Context: an optimization exercise on an open-source flow, tuned for small area, a short achievable clock period and few clock cycles. The choices shown serve that exercise and are no tape-out recipe. No run shown here included a check of the RTL's function; only the layout flow was run. Power is estimated from default activity; no workload was simulated.

<file path="design.v">
`timescale 1ns / 1ps
package rlm_pkg;
    localparam int RLM_MAX_FRAMES = 256;
    localparam int SAMPLE_W = 16;
    localparam int LEVEL_W  = 7;
    localparam int SUM_W = 39;
endpackage
`timescale 1ns / 1ps
module rlm_ctrl (
    input  logic        i_clk,
    input  logic        i_rst_n,
    input  logic        i_load,
    input  logic [38:0] i_as,
    input  logic [38:0] i_ac,
    input  logic [7:0]  i_nm1,
    input  logic        i_out_ready,
    output logic        o_busy,
    output logic        o_fin,
    output logic        o_valid,
    output logic [6:0]  o_level
);
    logic [4:0]  r_cnt;     
    logic        r_busy;
    logic        r_mul;
    logic        r_dig;     
    logic        r_div;
    logic        r_sqrt;
    logic        r_fin;     
    logic        r_ov;      
    logic [39:0] r_r;
    logic [9:0]  r_c;
    logic        r_cf;      
    logic [38:0] r_rc;      
    logic        r_ca;      
    logic        r_top;     
    wire [2:0] w_ds  = {1'b0, r_r[1:0]} + {1'b0, r_rc[1:0]} + {2'd0, r_ca};
    wire [1:0] w_dig = r_dig ? {w_ds[1] & ~r_top, w_ds[0]} : 2'd0;
    wire [2:0] w_lo  = {1'b0, w_dig} + {1'b0, r_c[1:0]} + {2'd0, r_cf};
    wire [9:0] w_k   = (w_dig == 2'd0) ? 10'd0 : (w_dig == 2'd1) ? 10'd156 :
                       (w_dig == 2'd2) ? 10'd312 : 10'd468;
    wire [9:0] w_cn  = w_k + {2'd0, r_c[9:2]};
    wire [8:0]  w_a   = r_div ? {r_r[39:32], r_r[31]} : {1'b0, r_r[39:32]};
    wire [8:0]  w_b   = r_div ? {1'b0, i_nm1} : {2'b00, r_c[6:0]};
    wire        w_bin = r_div | (r_r[31:30] == 2'b00);
    wire [9:0]  w_d   = {1'b0, w_a} - {1'b0, w_b} - {9'd0, w_bin};
    wire        w_ge  = ~w_d[9];
    wire [7:0]  w_pdiv = w_ge ? w_d[7:0] : w_a[7:0];
    wire [7:0]  w_psq  = w_ge ? {w_d[5:0], r_r[31:30] - 2'd1} : {r_r[37:32], r_r[31:30]};
    wire w_last = (r_cnt == 5'd0);
    always_ff @(posedge i_clk) begin
        if (!i_rst_n) begin
            r_busy <= 1'b0;
            r_mul  <= 1'b0;
            r_div  <= 1'b0;
            r_sqrt <= 1'b0;
            r_fin  <= 1'b0;
            r_ov   <= 1'b0;
        end else if (i_load) begin
            r_busy <= 1'b1;
            r_mul  <= 1'b1;
            r_div  <= 1'b0;
            r_sqrt <= 1'b0;
            r_fin  <= 1'b0;
            r_ov   <= 1'b0;
        end else begin
            if (r_ov & i_out_ready) begin
                r_busy <= 1'b0;
                r_ov   <= 1'b0;
            end
            if (r_fin) begin
                r_ov <= 1'b1;
            end
            r_fin <= w_last & r_sqrt;
            if (w_last) begin
                r_mul  <= 1'b0;
                r_div  <= r_mul;
                r_sqrt <= r_div;
            end
        end
    end
    always_ff @(posedge i_clk) begin
        if (i_load) begin
            r_cnt   <= 5'd23;
            r_dig   <= 1'b1;
            r_r     <= {1'b0, i_as};
            r_rc    <= i_ac;
            r_ca    <= 1'b0;
            r_top   <= 1'b0;
            r_c     <= 10'd0;
            r_cf    <= 1'b0;
        end else begin
            r_cnt   <= w_last ? (r_mul ? 5'd13 : 5'd6) : r_cnt - 5'd1;
            r_top <= (r_cnt == 5'd5);
            if (r_cnt == 5'd4) begin
                r_dig <= 1'b0;
            end
            if (r_mul) begin
                r_r  <= {w_lo[1:0], r_r[39:2]};
                r_rc <= {2'b00, r_rc[38:2]};
                r_ca <= w_ds[2];
                r_c  <= w_cn;
                r_cf <= w_lo[2];
            end else if (r_div) begin
                r_r[39:32] <= w_last ? 8'd0 : w_pdiv;
                r_r[31:18] <= {r_r[30:18], w_ge};
            end else if (r_sqrt) begin
                r_r[39:32] <= w_psq;
                r_r[31:18] <= {r_r[29:18], 2'b00};
                r_c[6:0]   <= {r_c[5:0], w_ge};
            end
        end
    end
    assign o_busy  = r_busy;
    assign o_fin   = r_fin;
    assign o_valid = r_ov;
    assign o_level = r_c[6:0];
endmodule
`timescale 1ns / 1ps
module rlm_csa (
    input  logic [14:0] y,
    input  logic        s,
    input  logic [38:0] as_,
    input  logic [38:0] ac,
    output logic [38:0] os_,
    output logic [38:0] oc
);
    wire w0 = y[0] & y[2];
    wire w1 = y[0] & y[3];
    wire w2 = y[0] & y[4];
    wire w3 = y[0] & y[5];
    wire w4 = y[0] & y[6];
    wire w5 = y[0] & y[7];
    wire w6 = y[0] & y[8];
    wire w7 = y[0] & y[9];
    wire w8 = y[0] & y[10];
    wire w9 = y[0] & y[11];
    wire w10 = y[0] & y[12];
    wire w11 = y[0] & y[13];
    wire w12 = y[0] & y[14];
    wire w13 = y[1] & y[3];
    wire w14 = y[1] & y[4];
    wire w15 = y[1] & y[5];
    wire w16 = y[1] & y[6];
    wire w17 = y[1] & y[7];
    wire w18 = y[1] & y[8];
    wire w19 = y[1] & y[9];
    wire w20 = y[1] & y[10];
    wire w21 = y[1] & y[11];
    wire w22 = y[1] & y[12];
    wire w23 = y[1] & y[13];
    wire w24 = y[1] & y[14];
    wire w25 = y[2] & y[4];
    wire w26 = y[2] & y[5];
    wire w27 = y[2] & y[6];
    wire w28 = y[2] & y[7];
    wire w29 = y[2] & y[8];
    wire w30 = y[2] & y[9];
    wire w31 = y[2] & y[10];
    wire w32 = y[2] & y[11];
    wire w33 = y[2] & y[12];
    wire w34 = y[2] & y[13];
    wire w35 = y[2] & y[14];
    wire w36 = y[3] & y[5];
    wire w37 = y[3] & y[6];
    wire w38 = y[3] & y[7];
    wire w39 = y[3] & y[8];
    wire w40 = y[3] & y[9];
    wire w41 = y[3] & y[10];
    wire w42 = y[3] & y[11];
    wire w43 = y[3] & y[12];
    wire w44 = y[3] & y[13];
    wire w45 = y[3] & y[14];
    wire w46 = y[4] & y[6];
    wire w47 = y[4] & y[7];
    wire w48 = y[4] & y[8];
    wire w49 = y[4] & y[9];
    wire w50 = y[4] & y[10];
    wire w51 = y[4] & y[11];
    wire w52 = y[4] & y[12];
    wire w53 = y[4] & y[13];
    wire w54 = y[4] & y[14];
    wire w55 = y[5] & y[7];
    wire w56 = y[5] & y[8];
    wire w57 = y[5] & y[9];
    wire w58 = y[5] & y[10];
    wire w59 = y[5] & y[11];
    wire w60 = y[5] & y[12];
    wire w61 = y[5] & y[13];
    wire w62 = y[5] & y[14];
    wire w63 = y[6] & y[8];
    wire w64 = y[6] & y[9];
    wire w65 = y[6] & y[10];
    wire w66 = y[6] & y[11];
    wire w67 = y[6] & y[12];
    wire w68 = y[6] & y[13];
    wire w69 = y[6] & y[14];
    wire w70 = y[7] & y[9];
    wire w71 = y[7] & y[10];
    wire w72 = y[7] & y[11];
    wire w73 = y[7] & y[12];
    wire w74 = y[7] & y[13];
    wire w75 = y[7] & y[14];
    wire w76 = y[8] & y[10];
    wire w77 = y[8] & y[11];
    wire w78 = y[8] & y[12];
    wire w79 = y[8] & y[13];
    wire w80 = y[8] & y[14];
    wire w81 = y[9] & y[11];
    wire w82 = y[9] & y[12];
    wire w83 = y[9] & y[13];
    wire w84 = y[9] & y[14];
    wire w85 = y[10] & y[12];
    wire w86 = y[10] & y[13];
    wire w87 = y[10] & y[14];
    wire w88 = y[11] & y[13];
    wire w89 = y[11] & y[14];
    wire w90 = y[12] & y[14];
    wire w91 = y[1] & ~y[0];
    wire w92 = y[0] & y[1];
    wire w93 = y[2] & ~y[1];
    wire w94 = y[1] & y[2];
    wire w95 = y[3] & ~y[2];
    wire w96 = y[2] & y[3];
    wire w97 = y[4] & ~y[3];
    wire w98 = y[3] & y[4];
    wire w99 = y[5] & ~y[4];
    wire w100 = y[4] & y[5];
    wire w101 = y[6] & ~y[5];
    wire w102 = y[5] & y[6];
    wire w103 = y[7] & ~y[6];
    wire w104 = y[6] & y[7];
    wire w105 = y[8] & ~y[7];
    wire w106 = y[7] & y[8];
    wire w107 = y[9] & ~y[8];
    wire w108 = y[8] & y[9];
    wire w109 = y[10] & ~y[9];
    wire w110 = y[9] & y[10];
    wire w111 = y[11] & ~y[10];
    wire w112 = y[10] & y[11];
    wire w113 = y[12] & ~y[11];
    wire w114 = y[11] & y[12];
    wire w115 = y[13] & ~y[12];
    wire w116 = y[12] & y[13];
    wire w117 = y[14] & ~y[13];
    wire w118 = y[13] & y[14];
    wire w119 = y[0] ^ s;
    wire w120 = s & y[0];
    wire w121 = s & y[1];
    wire w122 = s & y[2];
    wire w123 = s & y[3];
    wire w124 = s & y[4];
    wire w125 = s & y[5];
    wire w126 = s & y[6];
    wire w127 = s & y[7];
    wire w128 = s & y[8];
    wire w129 = s & y[9];
    wire w130 = s & y[10];
    wire w131 = s & y[11];
    wire w132 = s & y[12];
    wire w133 = s & y[13];
    wire w134 = s & y[14];
    wire w135 = w10 ^ w21;
    wire w136 = w10 & w21;
    wire w137 = w11 ^ w22 ^ w32;
    wire w138 = (w11 & w22) | (w11 & w32) | (w22 & w32);
    wire w139 = w12 ^ w23 ^ w33;
    wire w140 = (w12 & w23) | (w12 & w33) | (w23 & w33);
    wire w141 = w42 ^ w50;
    wire w142 = w42 & w50;
    wire w143 = w24 ^ w34 ^ w43;
    wire w144 = (w24 & w34) | (w24 & w43) | (w34 & w43);
    wire w145 = w35 ^ w44;
    wire w146 = w35 & w44;
    wire w147 = w4 ^ w15;
    wire w148 = w4 & w15;
    wire w149 = w5 ^ w16 ^ w26;
    wire w150 = (w5 & w16) | (w5 & w26) | (w16 & w26);
    wire w151 = w6 ^ w17 ^ w27;
    wire w152 = (w6 & w17) | (w6 & w27) | (w17 & w27);
    wire w153 = w36 ^ w98;
    wire w154 = w36 & w98;
    wire w155 = w7 ^ w18 ^ w28;
    wire w156 = (w7 & w18) | (w7 & w28) | (w18 & w28);
    wire w157 = w37 ^ w99 ^ w129;
    wire w158 = (w37 & w99) | (w37 & w129) | (w99 & w129);
    wire w159 = w8 ^ w19 ^ w29;
    wire w160 = (w8 & w19) | (w8 & w29) | (w19 & w29);
    wire w161 = w38 ^ w46 ^ w100;
    wire w162 = (w38 & w46) | (w38 & w100) | (w46 & w100);
    wire w163 = w130 ^ as_[11];
    wire w164 = w130 & as_[11];
    wire w165 = w9 ^ w20 ^ w30;
    wire w166 = (w9 & w20) | (w9 & w30) | (w20 & w30);
    wire w167 = w39 ^ w47 ^ w101;
    wire w168 = (w39 & w47) | (w39 & w101) | (w47 & w101);
    wire w169 = w131 ^ as_[12] ^ ac[12];
    wire w170 = (w131 & as_[12]) | (w131 & ac[12]) | (as_[12] & ac[12]);
    wire w171 = w135 ^ w31 ^ w40;
    wire w172 = (w135 & w31) | (w135 & w40) | (w31 & w40);
    wire w173 = w48 ^ w55 ^ w102;
    wire w174 = (w48 & w55) | (w48 & w102) | (w55 & w102);
    wire w175 = w132 ^ as_[13] ^ ac[13];
    wire w176 = (w132 & as_[13]) | (w132 & ac[13]) | (as_[13] & ac[13]);
    wire w177 = w136 ^ w137 ^ w41;
    wire w178 = (w136 & w137) | (w136 & w41) | (w137 & w41);
    wire w179 = w49 ^ w56 ^ w103;
    wire w180 = (w49 & w56) | (w49 & w103) | (w56 & w103);
    wire w181 = w133 ^ as_[14] ^ ac[14];
    wire w182 = (w133 & as_[14]) | (w133 & ac[14]) | (as_[14] & ac[14]);
    wire w183 = w138 ^ w139 ^ w141;
    wire w184 = (w138 & w139) | (w138 & w141) | (w139 & w141);
    wire w185 = w57 ^ w63 ^ w104;
    wire w186 = (w57 & w63) | (w57 & w104) | (w63 & w104);
    wire w187 = w134 ^ as_[15] ^ ac[15];
    wire w188 = (w134 & as_[15]) | (w134 & ac[15]) | (as_[15] & ac[15]);
    wire w189 = w140 ^ w142 ^ w143;
    wire w190 = (w140 & w142) | (w140 & w143) | (w142 & w143);
    wire w191 = w51 ^ w58 ^ w64;
    wire w192 = (w51 & w58) | (w51 & w64) | (w58 & w64);
    wire w193 = w105 ^ as_[16] ^ ac[16];
    wire w194 = (w105 & as_[16]) | (w105 & ac[16]) | (as_[16] & ac[16]);
    wire w195 = w144 ^ w145 ^ w52;
    wire w196 = (w144 & w145) | (w144 & w52) | (w145 & w52);
    wire w197 = w59 ^ w65 ^ w70;
    wire w198 = (w59 & w65) | (w59 & w70) | (w65 & w70);
    wire w199 = w106 ^ as_[17] ^ ac[17];
    wire w200 = (w106 & as_[17]) | (w106 & ac[17]) | (as_[17] & ac[17]);
    wire w201 = w146 ^ w45 ^ w53;
    wire w202 = (w146 & w45) | (w146 & w53) | (w45 & w53);
    wire w203 = w60 ^ w66 ^ w71;
    wire w204 = (w60 & w66) | (w60 & w71) | (w66 & w71);
    wire w205 = w107 ^ as_[18] ^ ac[18];
    wire w206 = (w107 & as_[18]) | (w107 & ac[18]) | (as_[18] & ac[18]);
    wire w207 = w54 ^ w61 ^ w67;
    wire w208 = (w54 & w61) | (w54 & w67) | (w61 & w67);
    wire w209 = w72 ^ w76 ^ w108;
    wire w210 = (w72 & w76) | (w72 & w108) | (w76 & w108);
    wire w211 = as_[19] ^ ac[19];
    wire w212 = as_[19] & ac[19];
    wire w213 = w62 ^ w68 ^ w73;
    wire w214 = (w62 & w68) | (w62 & w73) | (w68 & w73);
    wire w215 = w77 ^ w109 ^ as_[20];
    wire w216 = (w77 & w109) | (w77 & as_[20]) | (w109 & as_[20]);
    wire w217 = w69 ^ w74 ^ w78;
    wire w218 = (w69 & w74) | (w69 & w78) | (w74 & w78);
    wire w219 = w81 ^ w110;
    wire w220 = w81 & w110;
    wire w221 = w75 ^ w79 ^ w82;
    wire w222 = (w75 & w79) | (w75 & w82) | (w79 & w82);
    wire w223 = w80 ^ w83;
    wire w224 = w80 & w83;
    wire w225 = w91 ^ w120;
    wire w226 = w91 & w120;
    wire w227 = w0 ^ w92 ^ w122;
    wire w228 = (w0 & w92) | (w0 & w122) | (w92 & w122);
    wire w229 = w1 ^ w93 ^ w123;
    wire w230 = (w1 & w93) | (w1 & w123) | (w93 & w123);
    wire w231 = w2 ^ w13 ^ w94;
    wire w232 = (w2 & w13) | (w2 & w94) | (w13 & w94);
    wire w233 = w124 ^ as_[5];
    wire w234 = w124 & as_[5];
    wire w235 = w3 ^ w14 ^ w95;
    wire w236 = (w3 & w14) | (w3 & w95) | (w14 & w95);
    wire w237 = w125 ^ as_[6] ^ ac[6];
    wire w238 = (w125 & as_[6]) | (w125 & ac[6]) | (as_[6] & ac[6]);
    wire w239 = w147 ^ w25 ^ w96;
    wire w240 = (w147 & w25) | (w147 & w96) | (w25 & w96);
    wire w241 = w126 ^ as_[7] ^ ac[7];
    wire w242 = (w126 & as_[7]) | (w126 & ac[7]) | (as_[7] & ac[7]);
    wire w243 = w148 ^ w149 ^ w97;
    wire w244 = (w148 & w149) | (w148 & w97) | (w149 & w97);
    wire w245 = w127 ^ as_[8] ^ ac[8];
    wire w246 = (w127 & as_[8]) | (w127 & ac[8]) | (as_[8] & ac[8]);
    wire w247 = w150 ^ w151 ^ w153;
    wire w248 = (w150 & w151) | (w150 & w153) | (w151 & w153);
    wire w249 = w128 ^ as_[9] ^ ac[9];
    wire w250 = (w128 & as_[9]) | (w128 & ac[9]) | (as_[9] & ac[9]);
    wire w251 = w152 ^ w154 ^ w155;
    wire w252 = (w152 & w154) | (w152 & w155) | (w154 & w155);
    wire w253 = w157 ^ as_[10] ^ ac[10];
    wire w254 = (w157 & as_[10]) | (w157 & ac[10]) | (as_[10] & ac[10]);
    wire w255 = w156 ^ w158 ^ w159;
    wire w256 = (w156 & w158) | (w156 & w159) | (w158 & w159);
    wire w257 = w161 ^ w163 ^ ac[11];
    wire w258 = (w161 & w163) | (w161 & ac[11]) | (w163 & ac[11]);
    wire w259 = w160 ^ w162 ^ w164;
    wire w260 = (w160 & w162) | (w160 & w164) | (w162 & w164);
    wire w261 = w165 ^ w167 ^ w169;
    wire w262 = (w165 & w167) | (w165 & w169) | (w167 & w169);
    wire w263 = w166 ^ w168 ^ w170;
    wire w264 = (w166 & w168) | (w166 & w170) | (w168 & w170);
    wire w265 = w171 ^ w173 ^ w175;
    wire w266 = (w171 & w173) | (w171 & w175) | (w173 & w175);
    wire w267 = w172 ^ w174 ^ w176;
    wire w268 = (w172 & w174) | (w172 & w176) | (w174 & w176);
    wire w269 = w177 ^ w179 ^ w181;
    wire w270 = (w177 & w179) | (w177 & w181) | (w179 & w181);
    wire w271 = w178 ^ w180 ^ w182;
    wire w272 = (w178 & w180) | (w178 & w182) | (w180 & w182);
    wire w273 = w183 ^ w185 ^ w187;
    wire w274 = (w183 & w185) | (w183 & w187) | (w185 & w187);
    wire w275 = w184 ^ w186 ^ w188;
    wire w276 = (w184 & w186) | (w184 & w188) | (w186 & w188);
    wire w277 = w189 ^ w191 ^ w193;
    wire w278 = (w189 & w191) | (w189 & w193) | (w191 & w193);
    wire w279 = w190 ^ w192 ^ w194;
    wire w280 = (w190 & w192) | (w190 & w194) | (w192 & w194);
    wire w281 = w195 ^ w197 ^ w199;
    wire w282 = (w195 & w197) | (w195 & w199) | (w197 & w199);
    wire w283 = w196 ^ w198 ^ w200;
    wire w284 = (w196 & w198) | (w196 & w200) | (w198 & w200);
    wire w285 = w201 ^ w203 ^ w205;
    wire w286 = (w201 & w203) | (w201 & w205) | (w203 & w205);
    wire w287 = w202 ^ w204 ^ w206;
    wire w288 = (w202 & w204) | (w202 & w206) | (w204 & w206);
    wire w289 = w207 ^ w209 ^ w211;
    wire w290 = (w207 & w209) | (w207 & w211) | (w209 & w211);
    wire w291 = w208 ^ w210 ^ w212;
    wire w292 = (w208 & w210) | (w208 & w212) | (w210 & w212);
    wire w293 = w213 ^ w215 ^ ac[20];
    wire w294 = (w213 & w215) | (w213 & ac[20]) | (w215 & ac[20]);
    wire w295 = w214 ^ w216 ^ w217;
    wire w296 = (w214 & w216) | (w214 & w217) | (w216 & w217);
    wire w297 = w219 ^ as_[21] ^ ac[21];
    wire w298 = (w219 & as_[21]) | (w219 & ac[21]) | (as_[21] & ac[21]);
    wire w299 = w218 ^ w220 ^ w221;
    wire w300 = (w218 & w220) | (w218 & w221) | (w220 & w221);
    wire w301 = w111 ^ as_[22] ^ ac[22];
    wire w302 = (w111 & as_[22]) | (w111 & ac[22]) | (as_[22] & ac[22]);
    wire w303 = w222 ^ w223 ^ w85;
    wire w304 = (w222 & w223) | (w222 & w85) | (w223 & w85);
    wire w305 = w112 ^ as_[23] ^ ac[23];
    wire w306 = (w112 & as_[23]) | (w112 & ac[23]) | (as_[23] & ac[23]);
    wire w307 = w224 ^ w84 ^ w86;
    wire w308 = (w224 & w84) | (w224 & w86) | (w84 & w86);
    wire w309 = w113 ^ as_[24] ^ ac[24];
    wire w310 = (w113 & as_[24]) | (w113 & ac[24]) | (as_[24] & ac[24]);
    wire w311 = w87 ^ w88 ^ w114;
    wire w312 = (w87 & w88) | (w87 & w114) | (w88 & w114);
    wire w313 = as_[25] ^ ac[25];
    wire w314 = as_[25] & ac[25];
    wire w315 = w89 ^ w115 ^ as_[26];
    wire w316 = (w89 & w115) | (w89 & as_[26]) | (w115 & as_[26]);
    wire w317 = w90 ^ w116;
    wire w318 = w90 & w116;
    wire w319 = w225 ^ w121;
    wire w320 = w225 & w121;
    wire w321 = w226 ^ w227 ^ as_[3];
    wire w322 = (w226 & w227) | (w226 & as_[3]) | (w227 & as_[3]);
    wire w323 = w228 ^ w229 ^ as_[4];
    wire w324 = (w228 & w229) | (w228 & as_[4]) | (w229 & as_[4]);
    wire w325 = w230 ^ w231 ^ w233;
    wire w326 = (w230 & w231) | (w230 & w233) | (w231 & w233);
    wire w327 = w232 ^ w234 ^ w235;
    wire w328 = (w232 & w234) | (w232 & w235) | (w234 & w235);
    wire w329 = w236 ^ w238 ^ w239;
    wire w330 = (w236 & w238) | (w236 & w239) | (w238 & w239);
    wire w331 = w240 ^ w242 ^ w243;
    wire w332 = (w240 & w242) | (w240 & w243) | (w242 & w243);
    wire w333 = w244 ^ w246 ^ w247;
    wire w334 = (w244 & w246) | (w244 & w247) | (w246 & w247);
    wire w335 = w248 ^ w250 ^ w251;
    wire w336 = (w248 & w250) | (w248 & w251) | (w250 & w251);
    wire w337 = w252 ^ w254 ^ w255;
    wire w338 = (w252 & w254) | (w252 & w255) | (w254 & w255);
    wire w339 = w256 ^ w258 ^ w259;
    wire w340 = (w256 & w258) | (w256 & w259) | (w258 & w259);
    wire w341 = w260 ^ w262 ^ w263;
    wire w342 = (w260 & w262) | (w260 & w263) | (w262 & w263);
    wire w343 = w264 ^ w266 ^ w267;
    wire w344 = (w264 & w266) | (w264 & w267) | (w266 & w267);
    wire w345 = w268 ^ w270 ^ w271;
    wire w346 = (w268 & w270) | (w268 & w271) | (w270 & w271);
    wire w347 = w272 ^ w274 ^ w275;
    wire w348 = (w272 & w274) | (w272 & w275) | (w274 & w275);
    wire w349 = w276 ^ w278 ^ w279;
    wire w350 = (w276 & w278) | (w276 & w279) | (w278 & w279);
    wire w351 = w280 ^ w282 ^ w283;
    wire w352 = (w280 & w282) | (w280 & w283) | (w282 & w283);
    wire w353 = w284 ^ w286 ^ w287;
    wire w354 = (w284 & w286) | (w284 & w287) | (w286 & w287);
    wire w355 = w288 ^ w290 ^ w291;
    wire w356 = (w288 & w290) | (w288 & w291) | (w290 & w291);
    wire w357 = w292 ^ w294 ^ w295;
    wire w358 = (w292 & w294) | (w292 & w295) | (w294 & w295);
    wire w359 = w296 ^ w298 ^ w299;
    wire w360 = (w296 & w298) | (w296 & w299) | (w298 & w299);
    wire w361 = w300 ^ w302 ^ w303;
    wire w362 = (w300 & w302) | (w300 & w303) | (w302 & w303);
    wire w363 = w304 ^ w306 ^ w307;
    wire w364 = (w304 & w306) | (w304 & w307) | (w306 & w307);
    wire w365 = w308 ^ w310 ^ w311;
    wire w366 = (w308 & w310) | (w308 & w311) | (w310 & w311);
    wire w367 = w312 ^ w314 ^ w315;
    wire w368 = (w312 & w314) | (w312 & w315) | (w314 & w315);
    wire w369 = w316 ^ w317 ^ as_[27];
    wire w370 = (w316 & w317) | (w316 & as_[27]) | (w317 & as_[27]);
    wire w371 = w318 ^ w117 ^ as_[28];
    wire w372 = (w318 & w117) | (w318 & as_[28]) | (w117 & as_[28]);
    wire w373 = w118 ^ as_[29];
    wire w374 = w118 & as_[29];
    wire w375 = w119 ^ as_[0];
    wire w376 = w119 & as_[0];
    wire w377 = as_[1] ^ ac[1];
    wire w378 = as_[1] & ac[1];
    wire w379 = w319 ^ as_[2] ^ ac[2];
    wire w380 = (w319 & as_[2]) | (w319 & ac[2]) | (as_[2] & ac[2]);
    wire w381 = w320 ^ w321 ^ ac[3];
    wire w382 = (w320 & w321) | (w320 & ac[3]) | (w321 & ac[3]);
    wire w383 = w322 ^ w323 ^ ac[4];
    wire w384 = (w322 & w323) | (w322 & ac[4]) | (w323 & ac[4]);
    wire w385 = w324 ^ w325 ^ ac[5];
    wire w386 = (w324 & w325) | (w324 & ac[5]) | (w325 & ac[5]);
    wire w387 = w326 ^ w327 ^ w237;
    wire w388 = (w326 & w327) | (w326 & w237) | (w327 & w237);
    wire w389 = w328 ^ w329 ^ w241;
    wire w390 = (w328 & w329) | (w328 & w241) | (w329 & w241);
    wire w391 = w330 ^ w331 ^ w245;
    wire w392 = (w330 & w331) | (w330 & w245) | (w331 & w245);
    wire w393 = w332 ^ w333 ^ w249;
    wire w394 = (w332 & w333) | (w332 & w249) | (w333 & w249);
    wire w395 = w334 ^ w335 ^ w253;
    wire w396 = (w334 & w335) | (w334 & w253) | (w335 & w253);
    wire w397 = w336 ^ w337 ^ w257;
    wire w398 = (w336 & w337) | (w336 & w257) | (w337 & w257);
    wire w399 = w338 ^ w339 ^ w261;
    wire w400 = (w338 & w339) | (w338 & w261) | (w339 & w261);
    wire w401 = w340 ^ w341 ^ w265;
    wire w402 = (w340 & w341) | (w340 & w265) | (w341 & w265);
    wire w403 = w342 ^ w343 ^ w269;
    wire w404 = (w342 & w343) | (w342 & w269) | (w343 & w269);
    wire w405 = w344 ^ w345 ^ w273;
    wire w406 = (w344 & w345) | (w344 & w273) | (w345 & w273);
    wire w407 = w346 ^ w347 ^ w277;
    wire w408 = (w346 & w347) | (w346 & w277) | (w347 & w277);
    wire w409 = w348 ^ w349 ^ w281;
    wire w410 = (w348 & w349) | (w348 & w281) | (w349 & w281);
    wire w411 = w350 ^ w351 ^ w285;
    wire w412 = (w350 & w351) | (w350 & w285) | (w351 & w285);
    wire w413 = w352 ^ w353 ^ w289;
    wire w414 = (w352 & w353) | (w352 & w289) | (w353 & w289);
    wire w415 = w354 ^ w355 ^ w293;
    wire w416 = (w354 & w355) | (w354 & w293) | (w355 & w293);
    wire w417 = w356 ^ w357 ^ w297;
    wire w418 = (w356 & w357) | (w356 & w297) | (w357 & w297);
    wire w419 = w358 ^ w359 ^ w301;
    wire w420 = (w358 & w359) | (w358 & w301) | (w359 & w301);
    wire w421 = w360 ^ w361 ^ w305;
    wire w422 = (w360 & w361) | (w360 & w305) | (w361 & w305);
    wire w423 = w362 ^ w363 ^ w309;
    wire w424 = (w362 & w363) | (w362 & w309) | (w363 & w309);
    wire w425 = w364 ^ w365 ^ w313;
    wire w426 = (w364 & w365) | (w364 & w313) | (w365 & w313);
    wire w427 = w366 ^ w367 ^ ac[26];
    wire w428 = (w366 & w367) | (w366 & ac[26]) | (w367 & ac[26]);
    wire w429 = w368 ^ w369 ^ ac[27];
    wire w430 = (w368 & w369) | (w368 & ac[27]) | (w369 & ac[27]);
    wire w431 = w370 ^ w371 ^ ac[28];
    wire w432 = (w370 & w371) | (w370 & ac[28]) | (w371 & ac[28]);
    wire w433 = w372 ^ w373 ^ ac[29];
    wire w434 = (w372 & w373) | (w372 & ac[29]) | (w373 & ac[29]);
    wire w435 = w374 ^ as_[30] ^ ac[30];
    wire w436 = (w374 & as_[30]) | (w374 & ac[30]) | (as_[30] & ac[30]);
    wire w437 = as_[31] ^ ac[31];
    wire w438 = as_[31] & ac[31];
    wire w439 = as_[32] ^ ac[32];
    wire w440 = as_[32] & ac[32];
    wire w441 = as_[33] ^ ac[33];
    wire w442 = as_[33] & ac[33];
    wire w443 = as_[34] ^ ac[34];
    wire w444 = as_[34] & ac[34];
    wire w445 = as_[35] ^ ac[35];
    wire w446 = as_[35] & ac[35];
    wire w447 = as_[36] ^ ac[36];
    wire w448 = as_[36] & ac[36];
    wire w449 = as_[37] ^ ac[37];
    wire w450 = as_[37] & ac[37];
    wire w451 = as_[38] ^ ac[38];
    wire w452 = as_[38] & ac[38];
    assign os_[0] = w375;
    assign oc[0] = ac[0];
    assign os_[1] = w376;
    assign oc[1] = w377;
    assign os_[2] = w378;
    assign oc[2] = w379;
    assign os_[3] = w380;
    assign oc[3] = w381;
    assign os_[4] = w382;
    assign oc[4] = w383;
    assign os_[5] = w384;
    assign oc[5] = w385;
    assign os_[6] = w386;
    assign oc[6] = w387;
    assign os_[7] = w388;
    assign oc[7] = w389;
    assign os_[8] = w390;
    assign oc[8] = w391;
    assign os_[9] = w392;
    assign oc[9] = w393;
    assign os_[10] = w394;
    assign oc[10] = w395;
    assign os_[11] = w396;
    assign oc[11] = w397;
    assign os_[12] = w398;
    assign oc[12] = w399;
    assign os_[13] = w400;
    assign oc[13] = w401;
    assign os_[14] = w402;
    assign oc[14] = w403;
    assign os_[15] = w404;
    assign oc[15] = w405;
    assign os_[16] = w406;
    assign oc[16] = w407;
    assign os_[17] = w408;
    assign oc[17] = w409;
    assign os_[18] = w410;
    assign oc[18] = w411;
    assign os_[19] = w412;
    assign oc[19] = w413;
    assign os_[20] = w414;
    assign oc[20] = w415;
    assign os_[21] = w416;
    assign oc[21] = w417;
    assign os_[22] = w418;
    assign oc[22] = w419;
    assign os_[23] = w420;
    assign oc[23] = w421;
    assign os_[24] = w422;
    assign oc[24] = w423;
    assign os_[25] = w424;
    assign oc[25] = w425;
    assign os_[26] = w426;
    assign oc[26] = w427;
    assign os_[27] = w428;
    assign oc[27] = w429;
    assign os_[28] = w430;
    assign oc[28] = w431;
    assign os_[29] = w432;
    assign oc[29] = w433;
    assign os_[30] = w434;
    assign oc[30] = w435;
    assign os_[31] = w436;
    assign oc[31] = w437;
    assign os_[32] = w438;
    assign oc[32] = w439;
    assign os_[33] = w440;
    assign oc[33] = w441;
    assign os_[34] = w442;
    assign oc[34] = w443;
    assign os_[35] = w444;
    assign oc[35] = w445;
    assign os_[36] = w446;
    assign oc[36] = w447;
    assign os_[37] = w448;
    assign oc[37] = w449;
    assign os_[38] = w450;
    assign oc[38] = w451;
endmodule
`timescale 1ns / 1ps
module rms_level_meter_peak_hold #(
    parameter int MAX_FRAMES = rlm_pkg::RLM_MAX_FRAMES
) (
    input  logic                                i_clk,
    input  logic                                i_rst_n,
    input  logic                                i_in_valid,
    output logic                                o_in_ready,
    input  logic signed [rlm_pkg::SAMPLE_W-1:0] i_sample,
    input  logic                                i_last_sample,
    output logic                                o_out_valid,
    input  logic                                i_out_ready,
    output logic [rlm_pkg::LEVEL_W-1:0]         o_level,
    output logic [rlm_pkg::LEVEL_W-1:0]         o_peak_level
);
    localparam int SW = rlm_pkg::SUM_W;
    logic          r_rdy;      
    logic [7:0]    r_cnt;      
    logic [7:0]    r_ncap;     
    logic [14:0]   r_y;        
    logic          r_s;        
    logic          r_v;        
    logic          r_cl;       
    logic          r_done;     
    logic          r_xfer;     
    logic          r_zero;     
    logic [SW-1:0] r_as;
    logic [SW-1:0] r_ac;
    logic [6:0]    r_pk;
    wire       w_busy;
    wire       w_fin;
    wire       w_ov;
    wire [6:0] w_level;
    wire w_full    = ~r_cl & ((r_v & (r_cnt == 8'd254)) | (~r_v & (r_cnt == 8'd255)));
    wire w_take_in = i_in_valid & r_rdy & i_rst_n;
    wire w_close   = w_take_in & (i_last_sample | w_full);
    wire w_block   = r_cl | r_done | w_busy;
    wire w_unblock = r_xfer & ~r_cl;
    wire w_ncap_ld = (r_cl & r_rdy) | (w_unblock & ~r_rdy);
    wire w_busy_n  = r_xfer | (w_busy & ~(w_ov & i_out_ready));
    wire w_done_n  = r_cl | (r_done & ~r_xfer);
    always_ff @(posedge i_clk) begin
        if (!i_rst_n) begin
            r_rdy  <= 1'b1;
            r_cnt  <= 8'd0;
            r_v    <= 1'b0;
            r_cl   <= 1'b0;
            r_done <= 1'b0;
            r_xfer <= 1'b0;
            r_zero <= 1'b1;
        end else begin
            if (r_rdy) begin
                r_rdy <= ~(w_close & w_block);
            end else begin
                r_rdy <= w_unblock;
            end
            if (w_ncap_ld) begin
                r_cnt <= 8'd0;
            end else if (r_v & ~r_cl) begin
                r_cnt <= r_cnt + 8'd1;
            end
            r_v    <= w_take_in;
            r_cl   <= w_close;
            r_done <= w_done_n;
            r_xfer <= w_done_n & ~w_busy_n;
            r_zero <= w_done_n & ~w_busy_n;
        end
    end
    always_ff @(posedge i_clk) begin
        if (w_ncap_ld) begin
            r_ncap <= r_cnt;
        end
    end
    always_ff @(posedge i_clk) begin
        r_y <= w_take_in ? (i_sample[14:0] ^ {15{i_sample[15]}}) : 15'd0;
        r_s <= w_take_in & i_sample[15];
    end
    wire [SW-1:0] w_as;
    wire [SW-1:0] w_ac;
    rlm_csa u_csa (
        .y   (r_y),
        .s   (r_s),
        .as_ (r_as & {SW{~r_zero}}),
        .ac  (r_ac & {SW{~r_zero}}),
        .os_ (w_as),
        .oc  (w_ac)
    );
    always_ff @(posedge i_clk) begin
        r_as <= w_as;
        r_ac <= w_ac;
    end
    rlm_ctrl u_lvl (
        .i_clk   (i_clk),
        .i_rst_n (i_rst_n),
        .i_load  (r_xfer),
        .i_as    (r_as),
        .i_ac    (r_ac),
        .i_nm1   (r_ncap),
        .i_out_ready (i_out_ready),
        .o_busy  (w_busy),
        .o_fin   (w_fin),
        .o_valid (w_ov),
        .o_level (w_level)
    );
    always_ff @(posedge i_clk) begin
        if (!i_rst_n) begin
            r_pk <= 7'd0;
        end else if (w_fin && (w_level > r_pk)) begin
            r_pk <= w_level;
        end
    end
    assign o_in_ready   = r_rdy;
    assign o_out_valid  = w_ov;
    assign o_level      = w_level;
    assign o_peak_level = r_pk;
endmodule
</file>
<file path="flow/run.sh">
#!/bin/bash
# The standard layout, with repair_timing aiming well past the 10 ns clock so that the
# resizer sizes gates and buffers for the period this design can reach. Constraints unchanged.
set -euo pipefail
MARGIN=$(cat flow/margin.txt)
bash standard.sh SETUP_SLACK_MARGIN=$MARGIN finish > standard_flow.log 2>&1
</file>
<file path="flow/margin.txt">
6.8
</file>
<file path="standard.sh">
#!/bin/bash
# synth_recipe.tcl (not shown) runs the flow's synth.tcl, then flattens the netlist and writes it again
# the make line also repeats each setting of config.mk as NAME=value (left out here)
make -C /OpenROAD-flow-scripts/flow DESIGN_CONFIG=/design/flow/config.mk WORK_HOME=/design/flow/orfs CLKGATE_MAP_FILE= SYNTH_SCRIPT=/design/flow/synth_recipe.tcl "${@:-finish}"
</file>
<file path="config.mk">
export PLATFORM = sky130hd
export DESIGN_NAME = rms_level_meter_peak_hold
export DESIGN_NICKNAME = rms_level_meter_peak_hold
export VERILOG_FILES = /design/flow/design.v
export SDC_FILE = /design/flow/constraint.sdc
export NUM_CORES = 4
export LEC_CHECK = 0
export ABC_CLOCK_PERIOD_IN_PS = 3000
export CAP_MARGIN = 20
export CORE_MARGIN = 2
export CORE_UTILIZATION = 40
export SLEW_MARGIN = 20
</file>
<file path="constraint.sdc">
create_clock -name core_clock -period 10.0 [get_ports {i_clk}]
set_input_delay 2.0000 -clock core_clock [delete_from_list [all_inputs] [get_ports {i_clk}]]
set_output_delay 2.0000 -clock core_clock [all_outputs]
set_load 0.01 [all_outputs]
</file>
==> metrics.log, run 1 <==
[metrics] critical-path maximum fanout: 2
[metrics] worst skew pair latency: 0.54 ns
[metrics] number of synthesized flops with an enable pin: 86
[metrics] Tcrit/Tclk final: a little under a third
[metrics] Required @ worst endpoint: 10.39 ns
[metrics] starting DRC count in detailed routing: 417
[metrics] count of boundary I/O pins: 37
[metrics] data arrival time of the critical path: between 3 and 4 ns
[metrics] mean area per synthesized cell: 10.7 µm²
[metrics] Pre-antenna DRT Iters: 5
[metrics] first-pass GRT wire length: 45.7 mm
[metrics] cell type with the highest occurrence count on the critical path: sky130_fd_sc_hd__o21a_1
[metrics] maximum operating frequency: 0.315 GHz
[metrics] unrepaired setup endpoints after global routing: true
[metrics] overall track demand over capacity in global routing: 15.6%
[metrics] Post-synth top flop: sky130_fd_sc_hd__dfxtp_1
[metrics] detailed-placement wirelength estimate: ~19 mm
[metrics] overflow left after global routing: 0
[metrics] Worst-path clk slew: around 0.060 ns
[metrics] fraction of final layout cells sized beyond drive strength 1: 11.0%
[metrics] slew margin rel.: 35.0%
[metrics] number of H-tree levels: 1
[metrics] I/O Buffers: 36
[metrics] Sw Share: 31.4%
[metrics] Post-synth ARST share: 0%
[metrics] part of the total power dissipated in sequential elements: 37.9%
[metrics] Placement Rows: 68
[metrics] number of vias per cell: 4.87
[metrics] number of nets in the synthesized netlist: 1518
[metrics] routed vias: ~9000
[metrics] Peak VDD IR: 0.159 mV
[metrics] worst hold margin: 0.456 ns
[metrics] Num CTS Buffers: 26
[metrics] final setup violating endpoints: 0
[metrics] worst clock skew: 0.0142 ns
[metrics] Total Neg Setup Slack: 0 ns
[metrics] Placed Instances: 1731
[metrics] growth of design area from synthesis to finish: 14.8%
[metrics] register bit total from synthesis: 227
[metrics] clock tree from TritonCTS: built
[metrics] routed len/inst: 15.2 µm
[metrics] net count of the finished layout: about 1600
[metrics] CP peak stage delay: 0.50 ns
[metrics] pre-CTS setup slack: 5.29 ns
[metrics] synthesis warning total: 2
[metrics] crit path capture type: register
[metrics] horizontal die dimension: 191 µm
[metrics] final-report max-slew violation count: 0
[metrics] power per cell area: roughly 190 nW/µm²
[metrics] Cell variety after synth: 58
[metrics] Tmin final: 3.18 ns
[metrics] Root Buffer Master: sky130_fd_sc_hd__clkbuf_16
[metrics] NetSw: 970 µW
[metrics] power share of the clock group: 30.2%
[metrics] max-cap viol count: 0
[metrics] remaining design rule violation count: 0
[metrics] transition at the pin with the smallest max-transition slack: 0.973 ns
[metrics] crit path cell chain: fa_2 -> fa_1 -> nand3b_1 -> ha_1 -> inv_2 -> ha_4 -> a21o_1 -> a21oi_2 -> nor2b_1 -> o21a_1 -> o21a_1 -> o211ai_1 -> a21oi_1
[metrics] internal power: 2.12 mW
[metrics] via count of the first global-routing pass: 8963
[metrics] critical path startpoint category: register
[metrics] maximum root-to-sink buffer count: 3
[metrics] Final ANT Viol Nets: 0
[metrics] leakage component of the power: ~6.5 nW
[metrics] Hold Violations, Final: 0
[metrics] Total Power: a little over 3 mW
[metrics] pin count of the biggest net entering global routing: 60
[metrics] die extent in y: 191 µm
[metrics] relative contribution of combinational cells to total power: 31.9%
[metrics] slowest stage cell on the critical path: sky130_fd_sc_hd__fa_1
[metrics] initial standard-cell utilization of the core: about two fifths
[metrics] final cell count without fillers: 1821
[metrics] kind of critical path: reg2reg
[metrics] core outline area: 34500 µm²
[metrics] outcome: complete, no violations
[metrics] count of clock tree sinks: 227
[metrics] class of the tightest hold or removal check: reg2reg
[metrics] setup slack after layout: 6.82 ns
[metrics] final estimated routing congestion in global placement: 0.771
[metrics] Total Wirelength: 27.7 mm
[metrics] share of the yosys chip area belonging to registers: 38.8%
[metrics] cell count after synthesis: about 1300
[metrics] # diodes: 0
[metrics] die area: 36300 µm²
[metrics] initial antenna violation count: 0
[metrics] mapped cell area: 13900 µm²
critical path: cells and delay by family (launching register included):
family                     cells  cell delay [ns]
and+or+nand+nor                2             0.21
AOI/OAI and AO/OA              6             0.96
buffers and inverters          1             0.09
adders and majority gates      4             1.39
DFF                            1             0.39
stage by stage:
step	instance area (µm²)	utilization (%)
2_1_floorplan	14000	-
3_3_place_gp	14600	42.5
3_5_place_dp	14600	42.5
4_1_cts	15700	45.6
5_1_grt	16000	46.4
6_report	16000	46.4
power by group through the flow:
stage,registers (mW),clock network [mW],logic (mW)
detailed placement,1.21,0,0.794
finish,1.17,0.932,0.985
CTS,1.19,0.957,0.840
floorplan,1.15,0,0.669
global placement,1.20,0,0.779
global route,1.18,0.993,1.10
metal layers:
metal | global-route usage (%) | vias up | share of wire (%)
met5 | 0 | - | 0
met4 | 4.23 | 0 | 1.9
met3 | 2.10 | 37 | 3.7
met2 | 26.0 | 127 | 47
met1 | 21.4 | 4427 | 47
li1 | - | 4271 | -
synthesized netlist by cell type, drive strengths merged, types with 4 or more instances:
library cell | instances | area, µm²
nor2b | 68 | 425
nor3 | 5 | 25.0
nand3 | 16 | 80.1
nand2 | 109 | 409
o22ai | 6 | 37.5
nand4 | 7 | 43.8
xor2 | 6 | 52.6
buf | 21 | 114
fa | 141 | 2820
o21ai | 34 | 174
a21o | 5 | 45.0
nor2 | 67 | 251
ha | 60 | 751
a21oi | 49 | 249
o211ai | 5 | 37.5
mux2 | 65 | 739
mux2i | 33 | 330
nand2b | 36 | 225
or3 | 4 | 25.0
inv | 169 | 634
clkbuf | 39 | 146
dfxtp | 141 | 2820
edfxtp | 86 | 2580
xnor2 | 25 | 219
and2 | 66 | 413
final timing paths:
kind,start,endpoint,slack [ns],depth (start not counted)
hold reg to reg,u_lvl.r_dig$_SDFFE_PP1N_,u_lvl.r_dig$_SDFFE_PP1N_,0.46,2
setup / recovery,u_lvl.r_rc[0]$_DFFE_PP_,u_lvl.r_c[9]$_SDFFE_PP0P_,6.82,13
hold / removal,u_lvl.r_dig$_SDFFE_PP1N_,u_lvl.r_dig$_SDFFE_PP1N_,0.46,2
setup reg to reg,u_lvl.r_rc[0]$_DFFE_PP_,u_lvl.r_c[9]$_SDFFE_PP0P_,6.82,13
repair_timing:
item	4_1_cts	5_1_grt
setup endpoints to repair	65	44
hold buffers	0	0
buffers inserted	14	27
pin swaps	13	17
gates resized for setup	79	30
gates cloned	0	1
cells in the final DEF, fill, tap and decap left out, types with 5 or more instances in the layout:
master                            synthesis  layout
sky130_fd_sc_hd__and2_1                  66      66
sky130_fd_sc_hd__buf_6                    1       5
sky130_fd_sc_hd__o211ai_1                 5       5
sky130_fd_sc_hd__nand4_1                  7       7
sky130_fd_sc_hd__nor3_1                   5       5
sky130_fd_sc_hd__buf_4                    7      38
sky130_fd_sc_hd__a21oi_1                 48      45
sky130_fd_sc_hd__o21ai_0                  6       6
sky130_fd_sc_hd__mux2i_1                 33      32
sky130_fd_sc_hd__dfxtp_1                141     112
sky130_fd_sc_hd__nand2_1                109     109
sky130_fd_sc_hd__dfxtp_4                  0      19
sky130_fd_sc_hd__clkbuf_1                39      10
sky130_fd_sc_hd__xnor2_1                 25      24
sky130_fd_sc_hd__ha_1                    60      58
sky130_fd_sc_hd__edfxtp_1                86      86
sky130_fd_sc_hd__clkdlybuf4s50_1          0      19
sky130_fd_sc_hd__inv_2                    3       5
sky130_fd_sc_hd__o22ai_1                  6       6
sky130_fd_sc_hd__nor2b_1                 68      68
sky130_fd_sc_hd__mux2_1                  62      62
sky130_fd_sc_hd__nor2_1                  67      67
sky130_fd_sc_hd__o21ai_1                 27      26
sky130_fd_sc_hd__dfxtp_2                  0      10
sky130_fd_sc_hd__fa_1                   141     138
sky130_fd_sc_hd__nand2b_1                36      36
sky130_fd_sc_hd__nand3_1                 16      15
sky130_fd_sc_hd__clkdlybuf4s15_1          0       5
sky130_fd_sc_hd__clkdlybuf4s15_2          0       7
sky130_fd_sc_hd__clkbuf_16                0      26
sky130_fd_sc_hd__xor2_1                   6       6
sky130_fd_sc_hd__inv_1                  166     164
layout make-up:
class | count | area, µm²
clock buffer | 38 | 716
clock inverter | 10 | 120
fill | 3227 | 18500
inverter | 169 | 634
multi-input combinational | 841 | 7730
sequential | 227 | 5490
tap | 455 | 569
timing repair buffer | 81 | 737
state kept, by name, summed over array words and instances, names as in the netlist, 7 cells and up:
| signal | count |
|---|---|
| r_y | 15 |
| r_as | 39 |
| r_ac | 39 |
| r_ncap | 8 |
| u_lvl.r_c | 10 |
| u_lvl.r_r | 40 |
| u_lvl.r_rc | 39 |
| r_cnt | 8 |
| r_pk | 7 |
cell families after synthesis:
family                   share of synthesized area (%)
AO/OA/AOI/OAI                                     5.26
XOR/XNOR                                          1.95
buffers and inverters                             6.42
flip-flops                                        38.8
multiplexers                                      7.68
adder cells (fa/ha/maj)                           25.7
AND/OR/NAND/NOR                                   14.2
==> run 2, diff against run 1 <==
--- a/config.mk
+++ b/config.mk
@@ -10,3 +10,5 @@
 export CORE_MARGIN = 2
 export CORE_UTILIZATION = 40
+export CTS_BUF_LIST = sky130_fd_sc_hd__clkbuf_4 sky130_fd_sc_hd__clkbuf_8
+export CTS_CLUSTER_SIZE = 24
 export SLEW_MARGIN = 20
==> run 2 against run 1 <==
Effect of this change:
- still clean on timing, DRC and antenna
- non-clock buffer count unchanged
- register-to-register slack better by 0.05 ns
- flip-flop and latch count did not move
- total power fell by 0.22%
- clock skew rose by 0.022 ns
- final cell count is 1.6% higher
- utilization grew 0.23 points
- critical path depth decreased by 12
- critical path type is now reg2out
- highest routed layer unchanged
==> metrics.log, run 2 <==
[metrics] Tmin final: 3.15 ns (was 3.18 ns)
[metrics] maximum root-to-sink buffer count: 3 (unchanged)
[metrics] pin count of the biggest net entering global routing: 60 (unchanged)
[metrics] horizontal die dimension: 191 µm (unchanged)
[metrics] Final ANT Viol Nets: 0 (unchanged)
[metrics] fraction of final layout cells sized beyond drive strength 1: 14.1% (was 11.0%)
[metrics] Num CTS Buffers: 42 (was 26)
[metrics] Required @ worst endpoint: 8.00 ns (was 10.39 ns)
[metrics] post-cts hold buffer count: 0 (unchanged)
[metrics] pre-CTS setup slack: 5.29 ns (unchanged)
[metrics] routed vias: 8932 (was 8862)
[metrics] gate family responsible for the most delay along the worst path: flip-flops (was adder cells)
[metrics] data arrival time of the critical path: 1.15 ns (was 3.56 ns)
[metrics] initial standard-cell utilization of the core: 40.4% (unchanged)
[metrics] worst skew pair latency: 0.57 ns (was 0.54 ns)
[metrics] count of boundary I/O pins: 37 (unchanged)
[metrics] number of H-tree levels: 2 (was 1)
[metrics] Synth top cells by count: sky130_fd_sc_hd__inv_1, sky130_fd_sc_hd__dfxtp_1, sky130_fd_sc_hd__fa_1 (unchanged)
[metrics] Pre-antenna DRT Iters: 4 (was 5)
[metrics] clock tree from TritonCTS: built (unchanged)
[metrics] most frequent cell after synthesis: sky130_fd_sc_hd__inv_1 (unchanged)
[metrics] final estimated routing congestion in global placement: 0.771 (unchanged)
[metrics] number of nets in the synthesized netlist: 1518 (unchanged)
[metrics] Tcrit/Tclk final: 31.5% (was 31.8%)
[metrics] share of the yosys chip area belonging to registers: 38.8% (unchanged)
[metrics] critical-path maximum fanout: 3 (was 2)
[metrics] Total Wirelength: 27.9 mm (was 27.7 mm)
[metrics] core outline area: 34500 µm² (unchanged)
[metrics] kind of critical path: reg2out (was reg2reg)
[metrics] crit path cell chain: clkdlybuf4s15_2 (was fa_2 -> fa_1 -> nand3b_1 -> ha_1 -> inv_2 -> ha_4 -> a21o_1 -> a21oi_2 -> nor2b_1 -> o21a_1 -> o21a_1 -> o211ai_1 -> a21oi_1)
[metrics] first-pass GRT wire length: 46.2 mm (was 45.7 mm)
[metrics] initial antenna violation count: 0 (unchanged)
[metrics] maximum operating frequency: 0.318 GHz (was 0.315 GHz)
[metrics] crit path capture type: output pin (was register)
[metrics] Cell variety after synth: 58 (unchanged)
[metrics] remaining design rule violation count: 0 (unchanged)
[metrics] Crit path buffers/inverters: 1 (unchanged)
[metrics] cell count after synthesis: 1296 (unchanged)
[metrics] critical path startpoint category: register (unchanged)
[metrics] leakage component of the power: 6.61 nW (was 6.53 nW)
[metrics] Met3 Wirelength: 1.16 mm (was 1.01 mm)
[metrics] die area: 36300 µm² (unchanged)
[metrics] max-cap viol count: 0 (unchanged)
[metrics] mapped cell area: 13900 µm² (unchanged)
[metrics] register with the highest flop count: u_lvl.r_r (unchanged)
[metrics] Placed Instances: 1731 (unchanged)
[metrics] I/O Buffers: 36 (unchanged)
[metrics] die extent in y: 191 µm (unchanged)
[metrics] starting DRC count in detailed routing: 411 (was 417)
[metrics] max reg flops: 40 (unchanged)
[metrics] class of the tightest hold or removal check: reg2reg (unchanged)
[metrics] top library cells by usage in the layout, fill and taps aside: sky130_fd_sc_hd__inv_1, sky130_fd_sc_hd__fa_1, sky130_fd_sc_hd__nand2_1 (was sky130_fd_sc_hd__inv_1, sky130_fd_sc_hd__fa_1, sky130_fd_sc_hd__dfxtp_1)
[metrics] growth of design area from synthesis to finish: 15.4% (was 14.8%)
[metrics] net count of the finished layout: 1584 (was 1568)
[metrics] unrepaired setup endpoints after global routing: true (unchanged)
[metrics] Worst-path clk slew: 0.06 ns (about the same)
[metrics] number of synthesized flops with an enable pin: 86 (unchanged)
[metrics] met2 wire len: 12.9 mm (was 13.1 mm)
[metrics] share of the synthesized area in the top cell type: 20.3% (unchanged)
[metrics] final cell count without fillers: 1850 (was 1821)
[metrics] power per cell area: 192 nW/µm² (was 193 nW/µm²)
[metrics] # diodes: 0 (unchanged)
[metrics] register bit total from synthesis: 227 (unchanged)
[metrics] mean area per synthesized cell: 10.7 µm² (unchanged)
[metrics] number of vias per cell: 4.83 (was 4.87)
[metrics] Post-synth top flop: sky130_fd_sc_hd__dfxtp_1 (unchanged)
[metrics] Post-synth ARST share: 0% (unchanged)
[metrics] highest routed metal layer: met4 (unchanged)
[metrics] commonest non-fill, non-tap cell in the layout: sky130_fd_sc_hd__inv_1 (unchanged)
[metrics] final-report max-slew violation count: 0 (unchanged)
[metrics] overflow left after global routing: 0 (unchanged)
[metrics] setup slack after layout: 6.85 ns (was 6.82 ns)
[metrics] ranking of synthesized cells by area: sky130_fd_sc_hd__dfxtp_1, sky130_fd_sc_hd__fa_1, sky130_fd_sc_hd__edfxtp_1, sky130_fd_sc_hd__ha_1, sky130_fd_sc_hd__mux2_1 (unchanged)
[metrics] final setup violating endpoints: 0 (unchanged)
[metrics] fillers: 3243 (was 3227)
[metrics] synthesis warning total: 2 (unchanged)
[metrics] count of clock tree sinks: 227 (unchanged)
[metrics] via count of the first global-routing pass: 9081 (was 8963)
[metrics] library cell occupying the most area in the post-synthesis netlist: sky130_fd_sc_hd__dfxtp_1 (unchanged)
[metrics] Met1 Wirelength: 13.0 mm (was 13.1 mm)
[metrics] Root Buffer Master: sky130_fd_sc_hd__clkbuf_8 (was sky130_fd_sc_hd__clkbuf_16)
[metrics] outcome: complete, no violations (unchanged)
[metrics] Hold Violations, Final: 0 (unchanged)
[metrics] slew margin rel.: 36.7% (was 35.0%)
[metrics] CP peak stage delay: 0.35 ns (was 0.50 ns)
[metrics] Placement Rows: 68 (unchanged)
[metrics] detailed-placement wirelength estimate: 19.1 mm (unchanged)
[metrics] overall track demand over capacity in global routing: 15.9% (was 15.6%)
[metrics] routed len/inst: 15.1 µm (was 15.2 µm)
[metrics] worst clock skew: 0.0363 ns (was 0.0142 ns)
[metrics] Total Neg Setup Slack: 0 ns (unchanged)
[metrics] slowest stage cell on the critical path: sky130_fd_sc_hd__dfxtp_2 (was sky130_fd_sc_hd__fa_1)
[metrics] Peak VDD IR: 0.153 mV (was 0.159 mV)
[metrics] transition at the pin with the smallest max-transition slack: 0.947 ns (was 0.973 ns)
==> run 2: path summary, 6_finish.rpt <==
kind / startpoint / endpoint / slack (ns) / depth (start not counted)
worst min register to register: r_pk[6]$_SDFFE_PN0P_ / r_pk[6]$_SDFFE_PN0P_ / 0.46 / 2
worst max register to register: u_lvl.r_rc[0]$_DFFE_PP_ / u_lvl.r_c[9]$_SDFFE_PP0P_ / 6.87 / 13
worst max-delay path: u_lvl.r_ov$_SDFFE_PP0P_ / o_out_valid / 6.85 / 1
worst min-delay path: r_pk[6]$_SDFFE_PN0P_ / r_pk[6]$_SDFFE_PN0P_ / 0.46 / 2
==> run 2: where the power goes <==
part           leakage (nW)  switching, mW  internal [mW]
Combinational          4.15          0.496          0.460
Sequential             1.96         0.0823           1.08
Clock                 0.491          0.400          0.559
Total                  6.61          0.978           2.10
==> run 2: cells by family (layout without fill, tap and decap cells) <==
logic type	after synthesis	in the layout	share of synthesized area, %
AO/OA/AOI/OAI	121	122	5.26
XOR/XNOR	31	31	1.95
adder cells (fa/ha/maj)	201	201	25.7
buffers and inverters	229	327	6.42
flip-flops	227	227	38.8
multiplexers	98	98	7.68
AND/OR/NAND/NOR	389	389	14.2
==> run 2: layer usage <==
metal / vias to the layer above / track usage, %
met5: - / 0
met4: 0 / 5.40
met3: 56 / 2.89
met2: 149 / 26.2
met1: 4417 / 21.1
li1: 4310 / -
==> run 2: timing repair <==
item	CTS	global route
setup endpoints to repair	66	25
setup buffers	16	25
cloned	0	1
resized for setup	100	17
pin swaps	9	17
==> run 2: worst register-to-register path: cells and delay by family, from the launching register on <==
family,cells,cell delay [ns]
adders and majority gates,4,1.38
buffers and inverters,1,0.09
and+or+nand+nor,2,0.19
AOI/OAI and AO/OA,6,0.97
DFF,1,0.39
==> run 2: cell type report <==
class	instances	area, µm²	area share (%)
clock buffers	67	835	5.19
repair buffers	81	736	4.58
multi-input cells	841	7710	48.0
flip-flops and latches	227	5500	34.2
well taps	455	569	3.54
inverters	169	634	3.95
clock inverters	10	86.3	0.537
==> run 2: metrics by stage <==
| stage | power, mW | hold slack [ns] | utilization (%) | instance area (µm²) |
|---|---|---|---|---|
| 2_1_floorplan | 1.82 | 0.434 | - | 14000 |
| 3_3_place_gp | 1.98 | 0.449 | 42.5 | 14600 |
| 3_5_place_dp | 2.00 | 0.452 | 42.5 | 14600 |
| 4_1_cts | 3.00 | 0.464 | 45.9 | 15800 |
| 5_1_grt | 3.29 | 0.475 | 46.6 | 16100 |
| 6_report | 3.08 | 0.457 | 46.6 | 16100 |
==> run 3, diff against run 2 <==
--- a/config.mk
+++ b/config.mk
@@ -9,6 +9,7 @@
 export CAP_MARGIN = 20
 export CORE_MARGIN = 2
-export CORE_UTILIZATION = 40
+export CORE_UTILIZATION = 65
 export CTS_BUF_LIST = sky130_fd_sc_hd__clkbuf_4 sky130_fd_sc_hd__clkbuf_8
 export CTS_CLUSTER_SIZE = 24
+export PLACE_DENSITY = 0.75
 export SLEW_MARGIN = 20
==> run 3 against run 2 <==
Effect of this change:
- utilization up 28 points
- critical path type is now reg2reg
- hold slack better by 0.0022 ns
- global-route usage up 9.3 points
==> metrics.log, run 3 <==
[metrics] # diodes: 0 (unchanged)
[metrics] growth of design area from synthesis to finish: 12.7% (was 15.4%)
[metrics] Final ANT Viol Nets: 0 (unchanged)
[metrics] first-pass GRT wire length: 45.2 mm (was 46.2 mm)
[metrics] Tcrit/Tclk final: 31.7% (was 31.5%)
[metrics] final-report max-slew violation count: 0 (unchanged)
[metrics] leakage component of the power: 6.55 nW (was 6.61 nW)
[metrics] detailed-placement wirelength estimate: 18.4 mm (was 19.1 mm)
[metrics] mean area per synthesized cell: 10.7 µm² (unchanged)
[metrics] register with the highest flop count: u_lvl.r_r (unchanged)
[metrics] final setup violating endpoints: 0 (unchanged)
[metrics] number of H-tree levels: 2 (unchanged)
[metrics] number of synthesized flops with an enable pin: 86 (unchanged)
[metrics] Hold Violations, Final: 0 (unchanged)
[metrics] Tmin final: 3.17 ns (was 3.15 ns)
[metrics] data arrival time of the critical path: 3.59 ns (was 1.15 ns)
[metrics] core outline area: 21000 µm² (was 34500 µm²)
[metrics] initial standard-cell utilization of the core: 66.3% (was 40.4%)
[metrics] share of the yosys chip area belonging to registers: 38.8% (unchanged)
[metrics] initial antenna violation count: 0 (unchanged)
[metrics] register bit total from synthesis: 227 (unchanged)
[metrics] maximum operating frequency: 0.315 GHz (was 0.318 GHz)
[metrics] die extent in y: 150 µm (was 191 µm)
[metrics] outcome: complete, no violations (unchanged)
[metrics] maximum root-to-sink buffer count: 3 (unchanged)
[metrics] unrepaired setup endpoints after global routing: true (unchanged)
[metrics] Num CTS Buffers: 41 (was 42)
[metrics] routed len/inst: 16.3 µm (was 15.1 µm)
[metrics] mapped cell area: 13900 µm² (unchanged)
[metrics] pin count of the biggest net entering global routing: 68 (was 60)
[metrics] library cell occupying the most area in the post-synthesis netlist: sky130_fd_sc_hd__dfxtp_1 (unchanged)
[metrics] Pre-antenna DRT Iters: 5 (was 4)
[metrics] top library cells by usage in the layout, fill and taps aside: sky130_fd_sc_hd__inv_1, sky130_fd_sc_hd__fa_1, sky130_fd_sc_hd__dfxtp_1 (was sky130_fd_sc_hd__inv_1, sky130_fd_sc_hd__fa_1, sky130_fd_sc_hd__nand2_1)
[metrics] Cell variety after synth: 58 (unchanged)
[metrics] ranking of synthesized cells by area: sky130_fd_sc_hd__dfxtp_1, sky130_fd_sc_hd__fa_1, sky130_fd_sc_hd__edfxtp_1, sky130_fd_sc_hd__ha_1, sky130_fd_sc_hd__mux2_1 (unchanged)
[metrics] class of the tightest hold or removal check: reg2reg (unchanged)
[metrics] crit path capture type: register (was output pin)
[metrics] net count of the finished layout: 1572 (was 1584)
[metrics] Post-synth ARST share: 0% (unchanged)
[metrics] synthesis warning total: 2 (unchanged)
[metrics] cell count after synthesis: 1296 (unchanged)
[metrics] overflow left after global routing: 0 (unchanged)
[metrics] horizontal die dimension: 150 µm (was 191 µm)
[metrics] Required @ worst endpoint: 10.42 ns (was 8.00 ns)
[metrics] slew margin rel.: 37.1% (was 36.7%)
[metrics] routed vias: 9094 (was 8932)
[metrics] I/O Buffers: 36 (unchanged)
[metrics] power per cell area: 193 nW/µm² (was 192 nW/µm²)
[metrics] Root Buffer Master: sky130_fd_sc_hd__clkbuf_8 (unchanged)
[metrics] share of the synthesized area in the top cell type: 20.3% (unchanged)
[metrics] count of clock tree sinks: 227 (unchanged)
[metrics] Total Neg Setup Slack: 0 ns (unchanged)
[metrics] final estimated routing congestion in global placement: 0.793 (was 0.771)
[metrics] kind of critical path: reg2reg (was reg2out)
[metrics] starting DRC count in detailed routing: 325 (was 411)
[metrics] commonest non-fill, non-tap cell in the layout: sky130_fd_sc_hd__inv_1 (unchanged)
[metrics] Post-synth top flop: sky130_fd_sc_hd__dfxtp_1 (unchanged)
[metrics] Total Power: 3.02 mW (was 3.08 mW)
[metrics] fraction of final layout cells sized beyond drive strength 1: 12.2% (was 14.1%)
[metrics] Peak VDD IR: 0.158 mV (was 0.153 mV)
[metrics] Worst-path clk slew: 0.06 ns (about the same)
[metrics] count of boundary I/O pins: 37 (unchanged)
[metrics] die area: 22600 µm² (was 36300 µm²)
[metrics] max reg flops: 40 (unchanged)
[metrics] critical path startpoint category: register (unchanged)
[metrics] overall track demand over capacity in global routing: 25.1% (was 15.9%)
[metrics] number of vias per cell: 5.48 (was 4.83)
[metrics] critical-path maximum fanout: 2 (was 3)
[metrics] Synth top cells by count: sky130_fd_sc_hd__inv_1, sky130_fd_sc_hd__dfxtp_1, sky130_fd_sc_hd__fa_1 (unchanged)
[metrics] via count of the first global-routing pass: 9400 (was 9081)
[metrics] most frequent cell after synthesis: sky130_fd_sc_hd__inv_1 (unchanged)
[metrics] remaining design rule violation count: 0 (unchanged)
[metrics] number of nets in the synthesized netlist: 1518 (unchanged)
[metrics] clock tree from TritonCTS: built (unchanged)
[metrics] Placement Rows: 53 (was 68)
[metrics] max-cap viol count: 0 (unchanged)
[metrics] worst skew pair latency: 0.56 ns (was 0.57 ns)
[metrics] Total Wirelength: 27.0 mm (was 27.9 mm)
[metrics] worst clock skew: 0.0199 ns (was 0.0363 ns)
[metrics] transition at the pin with the smallest max-transition slack: 0.943 ns (was 0.947 ns)
==> run 3: cell types whose count changed in the layout (fill, tap and decap cells not counted), moves of 2 or more <==
cell	before	now
sky130_fd_sc_hd__clkbuf_2	1	5
sky130_fd_sc_hd__clkdlybuf4s15_2	13	6
sky130_fd_sc_hd__clkinv_1	1	4
sky130_fd_sc_hd__clkbuf_8	53	50
sky130_fd_sc_hd__buf_2	2	0
sky130_fd_sc_hd__dfxtp_1	106	111
sky130_fd_sc_hd__clkdlybuf4s15_1	1	3
sky130_fd_sc_hd__buf_4	42	32
sky130_fd_sc_hd__clkinv_2	5	8
sky130_fd_sc_hd__dfxtp_2	16	10
sky130_fd_sc_hd__clkbuf_4	14	8
sky130_fd_sc_hd__dlygate4sd2_1	0	3
==> run 3: area by class of cell <==
type	instances	area [µm²]
clock buffers	58	748
fillers	1478	5320
inverters	169	634
well taps	275	344
repair buffers	71	638
clock inverters	18	159
flip-flops and latches	227	5490
multi-input cells	840	7680
==> run 3: critical path: stages, from the launching register on <==
cell and delay (ns):
sky130_fd_sc_hd__edfxtp_1 0.40, sky130_fd_sc_hd__fa_2 0.37, sky130_fd_sc_hd__fa_1 0.50, sky130_fd_sc_hd__nand3b_1 0.13
sky130_fd_sc_hd__ha_1 0.31, sky130_fd_sc_hd__inv_2 0.09, sky130_fd_sc_hd__ha_4 0.19, sky130_fd_sc_hd__a21o_1 0.18
sky130_fd_sc_hd__a21oi_2 0.15, sky130_fd_sc_hd__nor2b_1 0.07, sky130_fd_sc_hd__o21a_1 0.18, sky130_fd_sc_hd__o21a_1 0.19
sky130_fd_sc_hd__o211ai_1 0.18, sky130_fd_sc_hd__a21oi_1 0.09
==> run 3: metrics by stage <==
| stage | hold slack, ns | instances | worst slack [ns] | cell area (µm²) | utilization (%) |
|---|---|---|---|---|---|
| floorplan | 0.434 | 1296 | 6.78 | 14000 | - |
| global placement | 0.447 | 1551 | 5.54 | 14400 | 68.6 |
| detailed placement | 0.451 | 1551 | 5.43 | 14400 | 68.6 |
| CTS | 0.467 | 1641 | 6.75 | 15500 | 73.9 |
| global route | 0.485 | 1658 | 6.69 | 15700 | 74.7 |
| finish | 0.460 | 1658 | 6.83 | 15700 | 74.7 |
==> run 3: report_power, final <==
part	switching [mW]	internal, mW
clock	0.400	0.542
sequential	0.0899	1.08
combinational	0.475	0.432
==> run 3: final timing paths <==
kind | from | end | slack, ns | cells past startpoint
max | u_lvl.r_r[0]$_DFFE_PP_ | u_lvl.r_c[9]$_SDFFE_PP0P_ | 6.83 | 13
min | r_pk[3]$_SDFFE_PN0P_ | r_pk[3]$_SDFFE_PN0P_ | 0.46 | 2
max reg2reg | u_lvl.r_r[0]$_DFFE_PP_ | u_lvl.r_c[9]$_SDFFE_PP0P_ | 6.83 | 13
min reg2reg | r_pk[3]$_SDFFE_PN0P_ | r_pk[3]$_SDFFE_PN0P_ | 0.46 | 2
==> run 3: logic make-up after synthesis <==
family                   count (synthesis)  share of synthesized area (%)
AO/OA/AOI/OAI                          121                           5.26
AND/OR/NAND/NOR                        389                           14.2
XOR/XNOR                                31                           1.95
flip-flops                             227                           38.8
multiplexers                            98                           7.68
buffers and inverters                  229                           6.42
adder cells (fa/ha/maj)                201                           25.7
==> run 3: timing repair <==
item,in CTS,in global routing
endpoints found under the setup margin,66,32
pin swaps,6,9
gates cloned,0,0
hold buffers,0,0
buffers inserted,14,17
gates resized for setup,75,24
==> run 3: routing by layer <==
layer  part of all wire [%]  track usage, %  vias up
li1                       -               -     4285
met2                     50            43.6      219
met3                    4.1            3.97       53
met1                     44            32.6     4537
met4                    2.4            7.88        0
met5                      0               0        -

## separate check: timing with driven ports
In the flow no input, the clock included, has a driving cell. The finished layouts below were timed again as built, in two steps. Step 1: set_driving_cell puts a clkbuf_16 on i_clk and a buf_2 on each other input, an assumption about the parent block. Step 2 times the ports against the registers' clock, not the clock port: input delays grow and output delays shrink by t, the midpoint of the rising clock arrivals with the driver on. a / b / c = ideal / step 1 / step 2; a / b = the first two.
run	shift t [ns]	setup WS [ns]	worst setup path at the end	slew at the worst register clock pin (ns)	cell pins on the clock port's net
run 1	0.581	6.822 / 6.788 / 6.563	input to register	0.06 / 0.06	1
run 2	0.596	6.855 / 6.809 / 6.563	input to register	0.06 / 0.06	1
run 3	0.587	6.829 / 6.790 / 6.536	input to register	0.06 / 0.06	1
After both steps setup and hold are still met in every run listed. For run 3, which loses most, drivers alone change the setup slack by -0.039 ns; drivers and shift together by -0.293 ns.
